What follows belongs to an exercise in optimizing a design on an open flow for small area and a short achievable clock period; a production flow would make more cautious choices. In this exercise RTL edits were held to simulation tests only and were not proved equivalent to the original. No activity file was given, so power comes from the tool's default toggle rates.

==> module rd_decode, before the edit <==
module rd_decode (
    input  logic [5:0]  idx,
    output logic [63:0] sel
);
    logic [7:0] pa, pb;    
    rd_predec u_a (.b(idx[5:3]), .p(pa));
    rd_predec u_b (.b(idx[2:0]), .p(pb));
    for (genvar w = 0; w < 64; w++) begin : g_sel
        localparam int G = w / 8;
        localparam int J = w % 8;
        localparam bit GH = (G == 0 || G == 1 || G == 2 || G == 4);
        localparam bit JH = (J == 0 || J == 1 || J == 2 || J == 4);
        if (GH && JH) begin : g_hh
            c_and2 u_c (.a(pa[G]), .b(pb[J]), .y(sel[w]));
        end else if (GH) begin : g_hl
            c_nor2b u_c (.a(pb[J]), .b_n(pa[G]), .y(sel[w]));
        end else if (JH) begin : g_lh
            c_nor2b u_c (.a(pa[G]), .b_n(pb[J]), .y(sel[w]));
        end else begin : g_ll
            c_nor2 u_c (.a(pa[G]), .b(pb[J]), .y(sel[w]));
        end
    end
endmodule
==> module rd_predec, before the edit <==
module rd_predec (
    input  logic [2:0] b,
    output logic [7:0] p
);
    c_nor3  u_0 (.a(b[0]), .b(b[1]), .c(b[2]), .y(p[0]));
    c_nor3b u_1 (.a(b[1]), .b(b[2]), .c_n(b[0]), .y(p[1]));
    c_nor3b u_2 (.a(b[0]), .b(b[2]), .c_n(b[1]), .y(p[2]));
    c_nor3b u_4 (.a(b[0]), .b(b[1]), .c_n(b[2]), .y(p[4]));
    c_nand3b u_3 (.a_n(b[2]), .b(b[0]), .c(b[1]), .y(p[3]));
    c_nand3b u_5 (.a_n(b[1]), .b(b[0]), .c(b[2]), .y(p[5]));
    c_nand3b u_6 (.a_n(b[0]), .b(b[1]), .c(b[2]), .y(p[6]));
    c_nand3  u_7 (.a(b[0]), .b(b[1]), .c(b[2]), .y(p[7]));
endmodule
==> module c_nor3, before the edit <==
module c_nor3 (input logic a, b, c, output logic y);
    assign y = !(a || b || c);
endmodule
==> module c_nor3b, before the edit <==
module c_nor3b (input logic a, b, c_n, output logic y);
    assign y = !(a || b || !c_n);
endmodule
==> module c_nand3b, before the edit <==
module c_nand3b (input logic a_n, b, c, output logic y);
    assign y = !(!a_n && b && c);
endmodule
==> module c_nor2b, before the edit <==
module c_nor2b (input logic a, b_n, output logic y);
    assign y = !(a || !b_n);
endmodule
Settings: LEC_CHECK=0, CAP_MARGIN=20, CORE_MARGIN=2, CORE_UTILIZATION=65, CTS_BUF_LIST=sky130_fd_sc_hd__clkbuf_16, CTS_CLUSTER_DIAMETER=60, CTS_CLUSTER_SIZE=20, SETUP_SLACK_MARGIN=3, SLEW_MARGIN=20, SYNTH_HIERARCHICAL=1, TNS_END_PERCENT=10; clock period 7.0 ns.
run.sh (not shown) runs the stock make flow with config.mk's settings and CLKGATE_MAP_FILE= SYNTH_SCRIPT=/design/flow/synth_recipe.tcl, a recipe that flattens the netlist after the stock synthesis.
Change:
--- a/flow/design.v
+++ b/flow/design.v
@@ -114,51 +114,22 @@
 module rd_decode (
     input  logic [5:0]  idx,
     output logic [63:0] sel
 );
-    logic [7:0] pa, pb;    
-    rd_predec u_a (.b(idx[5:3]), .p(pa));
-    rd_predec u_b (.b(idx[2:0]), .p(pb));
+    logic [5:0] idx_n;
+    logic [7:0] pa_n, pb_n;
+    for (genvar i = 0; i < 6; i++) begin : g_inv
+        c_inv u_c (.a(idx[i]), .y(idx_n[i]));
+    end
+    for (genvar i = 0; i < 8; i++) begin : g_pre
+        c_nand3 u_a (.a(i & 1 ? idx[3] : idx_n[3]), .b(i & 2 ? idx[4] : idx_n[4]),
+                     .c(i & 4 ? idx[5] : idx_n[5]), .y(pa_n[i]));
+        c_nand3 u_b (.a(i & 1 ? idx[0] : idx_n[0]), .b(i & 2 ? idx[1] : idx_n[1]),
+                     .c(i & 4 ? idx[2] : idx_n[2]), .y(pb_n[i]));
+    end
     for (genvar w = 0; w < 64; w++) begin : g_sel
-        localparam int G = w / 8;
-        localparam int J = w % 8;
-        localparam bit GH = (G == 0 || G == 1 || G == 2 || G == 4);
-        localparam bit JH = (J == 0 || J == 1 || J == 2 || J == 4);
-        if (GH && JH) begin : g_hh
-            c_and2 u_c (.a(pa[G]), .b(pb[J]), .y(sel[w]));
-        end else if (GH) begin : g_hl
-            c_nor2b u_c (.a(pb[J]), .b_n(pa[G]), .y(sel[w]));
-        end else if (JH) begin : g_lh
-            c_nor2b u_c (.a(pa[G]), .b_n(pb[J]), .y(sel[w]));
-        end else begin : g_ll
-            c_nor2 u_c (.a(pa[G]), .b(pb[J]), .y(sel[w]));
-        end
-    end
-endmodule
-module rd_predec (
-    input  logic [2:0] b,
-    output logic [7:0] p
-);
-    c_nor3  u_0 (.a(b[0]), .b(b[1]), .c(b[2]), .y(p[0]));
-    c_nor3b u_1 (.a(b[1]), .b(b[2]), .c_n(b[0]), .y(p[1]));
-    c_nor3b u_2 (.a(b[0]), .b(b[2]), .c_n(b[1]), .y(p[2]));
-    c_nor3b u_4 (.a(b[0]), .b(b[1]), .c_n(b[2]), .y(p[4]));
-    c_nand3b u_3 (.a_n(b[2]), .b(b[0]), .c(b[1]), .y(p[3]));
-    c_nand3b u_5 (.a_n(b[1]), .b(b[0]), .c(b[2]), .y(p[5]));
-    c_nand3b u_6 (.a_n(b[0]), .b(b[1]), .c(b[2]), .y(p[6]));
-    c_nand3  u_7 (.a(b[0]), .b(b[1]), .c(b[2]), .y(p[7]));
-endmodule
-module c_nor3 (input logic a, b, c, output logic y);
-    assign y = !(a || b || c);
-endmodule
-module c_nor3b (input logic a, b, c_n, output logic y);
-    assign y = !(a || b || !c_n);
-endmodule
-module c_nand3b (input logic a_n, b, c, output logic y);
-    assign y = !(!a_n && b && c);
-endmodule
-module c_nor2b (input logic a, b_n, output logic y);
-    assign y = !(a || !b_n);
+        c_nor2 u_c (.a(pa_n[w / 8]), .b(pb_n[w % 8]), .y(sel[w]));
+    end
 endmodule
 module rd_mux64 (
     input  logic [63:0] sel,
     input  logic [63:0] d,
@@ -297,8 +268,11 @@
         c_nand2 u_p (.a(r_lw), .b(ram_word[k]), .y(p_n));
         c_nand3 u_y (.a(p_n), .b(sg_n[(k - 16) / 6]), .c(m_n[k]), .y(rdata[k]));
     end
 endmodule
+module c_inv (input logic a, output logic y);
+    assign y = !a;
+endmodule
 module c_nand2 (input logic a, b, output logic y);
     assign y = !(a && b);
 endmodule
 module c_nand3 (input logic a, b, c, output logic y);
Result: Area after synthesis came out lower by about 1.9%. Clock skew is about the same. Maximum frequency came out lower by about 0.5%. Total power came out lower by 1.5%. First-iteration DRC count came out higher by about 2.6%. Setup slack gets worse by 27 ps. Hold slack gets worse by 5.0 ps. Routed wire length came out lower by 1.1%. Die area came out lower by about 1.8%. Core utilization came out lower by 0.54 points.

The RTL this note starts from:
==> flow/design.v <==
module riscv_data_mem (
    input  logic        clk,
    input  logic        reset,
    input  logic        MemWrite,
    input  logic [2:0]  funct3,
    input  logic [31:0] Mem_WrAddr,
    input  logic [31:0] Mem_WrData,
    output logic [31:0] ReadData,
    output logic        misaligned,
    output logic [7:0]  led,
    output logic        timer_irq
);
    logic [31:0] r_mem [64];
    logic [63:0] r_mtime;
    logic [31:0] r_mtimecmp;
    logic [7:0]  r_led;
    logic        r_irq;
    logic        hi_zero, is_ram, is_mmio;
    logic        sel_lo, sel_hi, sel_cmp, sel_stat, sel_led;
    assign hi_zero  = Mem_WrAddr[31:11] == '0;
    assign is_ram   = hi_zero && Mem_WrAddr[10:8] == 3'b000;
    assign is_mmio  = hi_zero && Mem_WrAddr[10:5] == 6'b100000;
    assign sel_lo   = is_mmio && Mem_WrAddr[4:2] == 3'd0;
    assign sel_hi   = is_mmio && Mem_WrAddr[4:2] == 3'd1;
    assign sel_cmp  = is_mmio && Mem_WrAddr[4:2] == 3'd2;
    assign sel_stat = is_mmio && Mem_WrAddr[4:2] == 3'd3;
    assign sel_led  = is_mmio && Mem_WrAddr[4:2] == 3'd4;
    logic is_byte, is_half, is_word;
    assign is_byte = funct3[1:0] == 2'b00;
    assign is_half = funct3[1:0] == 2'b01;
    assign is_word = funct3 == 3'b010;
    assign misaligned = (is_half && Mem_WrAddr[0])
                     || (is_word && (Mem_WrAddr[1:0] != 2'b00));
    logic [63:0] rsel [4];
    for (genvar c = 0; c < 4; c++) begin : g_dec
        rd_decode u_rdec (.idx(Mem_WrAddr[7:2]), .sel(rsel[c]));
    end
    logic [31:0] ram_word;
    for (genvar k = 0; k < 32; k++) begin : g_rd
        logic [63:0] col;
        for (genvar w = 0; w < 64; w++) begin : g_col
            assign col[w] = r_mem[w][k];
        end
        rd_mux64 u_mux (.sel(rsel[k / 8]), .d(col), .y(ram_word[k]));
    end
    logic [31:0] mmio_word;
    always_comb begin
        case (Mem_WrAddr[4:2])
            3'd0:    mmio_word = r_mtime[31:0];
            3'd1:    mmio_word = r_mtime[63:32];
            3'd2:    mmio_word = r_mtimecmp;
            3'd3:    mmio_word = {31'd0, r_irq};
            3'd4:    mmio_word = {24'd0, r_led};
            default: mmio_word = '0;
        endcase
    end
    rd_format u_fmt (
        .funct3(funct3), .lane(Mem_WrAddr[1:0]), .misaligned(misaligned),
        .is_ram(is_ram), .is_mmio(is_mmio), .ram_word(ram_word), .mmio_word(mmio_word),
        .rdata(ReadData)
    );
    logic        store, mmio_we;
    logic [3:0]  be;
    logic [31:0] wdata;
    logic [7:0]  wa, wb;
    assign store   = MemWrite && !misaligned && !reset;
    assign mmio_we = store && is_word;
    always_comb begin
        case (funct3)
            3'b000:  be = 4'b0001 << Mem_WrAddr[1:0];
            3'b001:  be = Mem_WrAddr[1] ? 4'b1100 : 4'b0011;
            3'b010:  be = 4'b1111;
            default: be = 4'b0000;
        endcase
        wdata[7:0]   = Mem_WrData[7:0];
        wdata[15:8]  = funct3[1:0] == 2'b00 ? Mem_WrData[7:0] : Mem_WrData[15:8];
        wdata[23:16] = funct3[1:0] == 2'b10 ? Mem_WrData[23:16] : Mem_WrData[7:0];
        wdata[31:24] = funct3[1:0] == 2'b10 ? Mem_WrData[31:24]
                     : funct3[1:0] == 2'b01 ? Mem_WrData[15:8] : Mem_WrData[7:0];
        for (int i = 0; i < 8; i++) begin
            wa[i] = store && is_ram && (Mem_WrAddr[7:5] == 3'(i));
            wb[i] = Mem_WrAddr[4:2] == 3'(i);
        end
    end
    always_ff @(posedge clk) begin
        for (int w = 0; w < 64; w++)
            for (int b = 0; b < 4; b++)
                if (wa[w / 8] && wb[w % 8] && be[b]) r_mem[w][8*b +: 8] <= wdata[8*b +: 8];
    end
    always_ff @(posedge clk or posedge reset) begin
        if (reset) begin
            r_mtime    <= '0;
            r_mtimecmp <= 32'hFFFF_FFFF;
            r_led      <= '0;
            r_irq      <= 1'b0;
        end else begin
            if (mmio_we && sel_lo)      r_mtime[31:0] <= Mem_WrData;
            else if (!(mmio_we && sel_hi)) r_mtime[31:0] <= r_mtime[31:0] + 32'd1;
            if (mmio_we && sel_hi)      r_mtime[63:32] <= Mem_WrData;
            else if (!(mmio_we && sel_lo)) r_mtime[63:32] <= r_mtime[63:32] + {31'd0, &r_mtime[31:0]};
            if (mmio_we && sel_cmp) r_mtimecmp <= Mem_WrData;
            if (mmio_we && sel_led) r_led      <= Mem_WrData[7:0];
            if (r_mtime[31:0] == r_mtimecmp)
                r_irq <= 1'b1;
            else if (mmio_we && sel_stat && Mem_WrData[0])
                r_irq <= 1'b0;
        end
    end
    assign led       = r_led;
    assign timer_irq = r_irq;
endmodule
module rd_decode (
    input  logic [5:0]  idx,
    output logic [63:0] sel
);
    logic [5:0] idx_n;
    logic [7:0] pa_n, pb_n;
    for (genvar i = 0; i < 6; i++) begin : g_inv
        c_inv u_c (.a(idx[i]), .y(idx_n[i]));
    end
    for (genvar i = 0; i < 8; i++) begin : g_pre
        c_nand3 u_a (.a(i & 1 ? idx[3] : idx_n[3]), .b(i & 2 ? idx[4] : idx_n[4]),
                     .c(i & 4 ? idx[5] : idx_n[5]), .y(pa_n[i]));
        c_nand3 u_b (.a(i & 1 ? idx[0] : idx_n[0]), .b(i & 2 ? idx[1] : idx_n[1]),
                     .c(i & 4 ? idx[2] : idx_n[2]), .y(pb_n[i]));
    end
    for (genvar w = 0; w < 64; w++) begin : g_sel
        c_nor2 u_c (.a(pa_n[w / 8]), .b(pb_n[w % 8]), .y(sel[w]));
    end
endmodule
module rd_mux64 (
    input  logic [63:0] sel,
    input  logic [63:0] d,
    output logic        y
);
    logic [63:0] t;
    logic [15:0] u;
    logic [7:0]  v;
    logic [3:0]  x;
    logic [1:0]  z;
    for (genvar i = 0; i < 64; i++) begin : g_l1
        c_nand2 u_c (.a(sel[i]), .b(d[i]), .y(t[i]));
    end
    for (genvar i = 0; i < 16; i++) begin : g_l2
        c_nand4 u_c (.a(t[4*i]), .b(t[4*i+1]), .c(t[4*i+2]), .d(t[4*i+3]), .y(u[i]));
    end
    for (genvar i = 0; i < 8; i++) begin : g_l3
        c_nor2 u_c (.a(u[2*i]), .b(u[2*i+1]), .y(v[i]));
    end
    for (genvar i = 0; i < 4; i++) begin : g_l4
        c_nand2 u_c (.a(v[2*i]), .b(v[2*i+1]), .y(x[i]));
    end
    for (genvar i = 0; i < 2; i++) begin : g_l5
        c_nor2 u_c (.a(x[2*i]), .b(x[2*i+1]), .y(z[i]));
    end
    c_nand2 u_l6 (.a(z[0]), .b(z[1]), .y(y));
endmodule
module c_aoi22 (input logic a, b, c, d, output logic y);
    assign y = !((a && b) || (c && d));
endmodule
module c_nand4 (input logic a, b, c, d, output logic y);
    assign y = !(a && b && c && d);
endmodule
module c_nor2 (input logic a, b, output logic y);
    assign y = !(a || b);
endmodule
module rd_format (
    input  logic [2:0]  funct3,
    input  logic [1:0]  lane,
    input  logic        misaligned,
    input  logic        is_ram,
    input  logic        is_mmio,
    input  logic [31:0] ram_word,
    input  logic [31:0] mmio_word,
    output logic [31:0] rdata
);
    logic ok, lb, lh, lw, sb, sh;
    logic [3:0] l0;           
    logic       l1_1, l1_3;   
    logic [3:0] sx;           
    logic [3:0] sxb;          
    logic [3:0] r_l0, r_sx, r_sxb;
    logic       r_l1_1, r_l1_3, r_lw;
    logic [31:0] w;
    assign ok = !misaligned && (funct3 == 3'b000 || funct3 == 3'b001 || funct3 == 3'b010
                                || funct3 == 3'b100 || funct3 == 3'b101);
    assign lb = ok && funct3[1:0] == 2'b00;
    assign lh = ok && funct3[1:0] == 2'b01;
    assign lw = ok && funct3[1:0] == 2'b10;
    assign sb = lb && !funct3[2];
    assign sh = lh && !funct3[2];
    always_comb begin
        for (int i = 0; i < 4; i++) begin
            l0[i]  = ok && lane == 2'(i);
            sxb[i] = sb && lane == 2'(i);
        end
        l1_1  = lw || (lh && !lane[1]);
        l1_3  = lh && lane[1];
        sx[0] = sxb[0];
        sx[1] = sxb[1] || (sh && !lane[1]);
        sx[2] = sxb[2];
        sx[3] = sxb[3] || (sh && lane[1]);
        r_l0   = l0 & {4{is_ram}};
        r_sx   = sx & {4{is_ram}};
        r_sxb  = sxb & {4{is_ram}};
        r_l1_1 = l1_1 && is_ram;
        r_l1_3 = l1_3 && is_ram;
        r_lw   = lw && is_ram;
    end
    logic [31:0] fm, m_n;
    logic        fsgn, fsgnb, mq;
    logic [3:0]  f_l0, f_sx, f_sxb;
    logic        f_l1_1, f_l1_3, f_lw;
    always_comb begin
        for (int i = 0; i < 4; i++) begin
            f_l0[i]  = lane == 2'(i);
            f_sxb[i] = funct3 == 3'b000 && lane == 2'(i);
        end
        f_l1_1 = funct3[1] || !lane[1];
        f_l1_3 = !funct3[1] && lane[1];
        f_lw   = funct3[1];
        f_sx[0] = f_sxb[0];
        f_sx[1] = f_sxb[1] || (funct3 == 3'b001 && !lane[1]);
        f_sx[2] = f_sxb[2];
        f_sx[3] = f_sxb[3] || (funct3 == 3'b001 && lane[1]);
    end
    assign w     = mmio_word;
    assign fsgn  = |(f_sx & {w[31], w[23], w[15], w[7]});
    assign fsgnb = |(f_sxb & {w[31], w[23], w[15], w[7]});
    always_comb begin
        for (int k = 0; k < 8; k++)
            fm[k] = |(f_l0 & {w[24+k], w[16+k], w[8+k], w[k]});
        for (int k = 8; k < 16; k++)
            fm[k] = funct3[1:0] == 2'b00 ? fsgnb : (f_l1_1 && w[k]) || (f_l1_3 && w[k+16]);
        for (int k = 16; k < 32; k++)
            fm[k] = (f_lw && w[k]) || fsgn;
    end
    assign mq = is_mmio && ok;
    for (genvar k = 0; k < 32; k++) begin : g_mq
        c_nand2 u_c (.a(mq), .b(fm[k]), .y(m_n[k]));
    end
    logic sa_n, sb_n, ta_n, tb_n;
    logic [2:0] sg_n;     
    logic       sgb_n;    
    c_aoi22 u_sa (.a(r_sx[0]),  .b(ram_word[7]),  .c(r_sx[1]),  .d(ram_word[15]), .y(sa_n));
    c_aoi22 u_sb (.a(r_sx[2]),  .b(ram_word[23]), .c(r_sx[3]),  .d(ram_word[31]), .y(sb_n));
    c_aoi22 u_ta (.a(r_sxb[0]), .b(ram_word[7]),  .c(r_sxb[1]), .d(ram_word[15]), .y(ta_n));
    c_aoi22 u_tb (.a(r_sxb[2]), .b(ram_word[23]), .c(r_sxb[3]), .d(ram_word[31]), .y(tb_n));
    for (genvar i = 0; i < 3; i++) begin : g_sg
        c_and2 u_c (.a(sa_n), .b(sb_n), .y(sg_n[i]));
    end
    c_and2 u_sgb (.a(ta_n), .b(tb_n), .y(sgb_n));
    for (genvar k = 0; k < 8; k++) begin : g_b0
        logic p_n, q_n;
        c_aoi22 u_p (.a(r_l0[0]), .b(ram_word[k]),    .c(r_l0[1]), .d(ram_word[k+8]),  .y(p_n));
        c_aoi22 u_q (.a(r_l0[2]), .b(ram_word[k+16]), .c(r_l0[3]), .d(ram_word[k+24]), .y(q_n));
        c_nand3 u_y (.a(p_n), .b(q_n), .c(m_n[k]), .y(rdata[k]));
    end
    for (genvar k = 8; k < 16; k++) begin : g_b1
        logic p_n;
        c_aoi22 u_p (.a(r_l1_1), .b(ram_word[k]), .c(r_l1_3), .d(ram_word[k+16]), .y(p_n));
        c_nand3 u_y (.a(p_n), .b(sgb_n), .c(m_n[k]), .y(rdata[k]));
    end
    for (genvar k = 16; k < 32; k++) begin : g_hi
        logic p_n;
        c_nand2 u_p (.a(r_lw), .b(ram_word[k]), .y(p_n));
        c_nand3 u_y (.a(p_n), .b(sg_n[(k - 16) / 6]), .c(m_n[k]), .y(rdata[k]));
    end
endmodule
module c_inv (input logic a, output logic y);
    assign y = !a;
endmodule
module c_nand2 (input logic a, b, output logic y);
    assign y = !(a && b);
endmodule
module c_nand3 (input logic a, b, c, output logic y);
    assign y = !(a && b && c);
endmodule
module c_and2 (input logic a, b, output logic y);
    assign y = a && b;
endmodule
clock: 7.0 ns
lec_check: 0
cap_margin: 20
core_margin: 2
core_utilization: 65
cts_buf_list: sky130_fd_sc_hd__clkbuf_16
cts_cluster_diameter: 60
cts_cluster_size: 20
setup_slack_margin: 3
slew_margin: 20
synth_hierarchical: 1
tns_end_percent: 10
Change:
--- a/flow/design.v
+++ b/flow/design.v
@@ -30,19 +30,19 @@
     assign is_half = funct3[1:0] == 2'b01;
     assign is_word = funct3 == 3'b010;
     assign misaligned = (is_half && Mem_WrAddr[0])
                      || (is_word && (Mem_WrAddr[1:0] != 2'b00));
-    logic [63:0] rsel [4];
-    for (genvar c = 0; c < 4; c++) begin : g_dec
+    logic [63:0] rsel [8];
+    for (genvar c = 0; c < 8; c++) begin : g_dec
         rd_decode u_rdec (.idx(Mem_WrAddr[7:2]), .sel(rsel[c]));
     end
     logic [31:0] ram_word;
     for (genvar k = 0; k < 32; k++) begin : g_rd
         logic [63:0] col;
         for (genvar w = 0; w < 64; w++) begin : g_col
             assign col[w] = r_mem[w][k];
         end
-        rd_mux64 u_mux (.sel(rsel[k / 8]), .d(col), .y(ram_word[k]));
+        rd_mux64 u_mux (.sel(rsel[k / 4]), .d(col), .y(ram_word[k]));
     end
     logic [31:0] mmio_word;
     always_comb begin
         case (Mem_WrAddr[4:2])
=>
- cell count came out higher by about 4%
- total power goes up by 1.0%
- critical path depth drops by 1
- sequential share of layout area decreases by 0.83 points
- die area climbs by about 1.6%

## static timing again, ports no longer ideal
No port has a modelled driver above. Below, the same layouts with a new extraction and two added sets of constraints.
Step 1 sets driving cells, clkbuf_16 on the clock port and buf_2 on the other inputs (assumed; they add their load-dependent delay and slew).
Step 2 also shifts input and output timing later by t, the mid clock arrival at the registers, as if the neighbouring blocks saw the same clock.
Three values: ideal, step 1, step 2; two values: the first two.
run | shift t [ns] | setup slack, ns | slew at the worst register clock pin (ns) | cell pins on the clock port's net
the first run of note 1 | 0.885 | 1.553 / 1.221 / 1.221 | 0.08 / 0.08 | 1
the second run of note 1 | 0.889 | 1.526 / 1.256 / 1.256 | 0.08 / 0.08 | 1
the first run of note 2 | 0.883 | 1.604 / 1.314 / 1.314 | 0.09 / 0.09 | 1
the second run of note 2 | 0.881 | 1.369 / 1.155 / 1.155 | 0.09 / 0.09 | 1
After both steps every run listed still meets setup and hold. For the first run of note 1, which loses most, drivers alone change the setup slack by -0.332 ns; drivers and shift together by -0.332 ns.
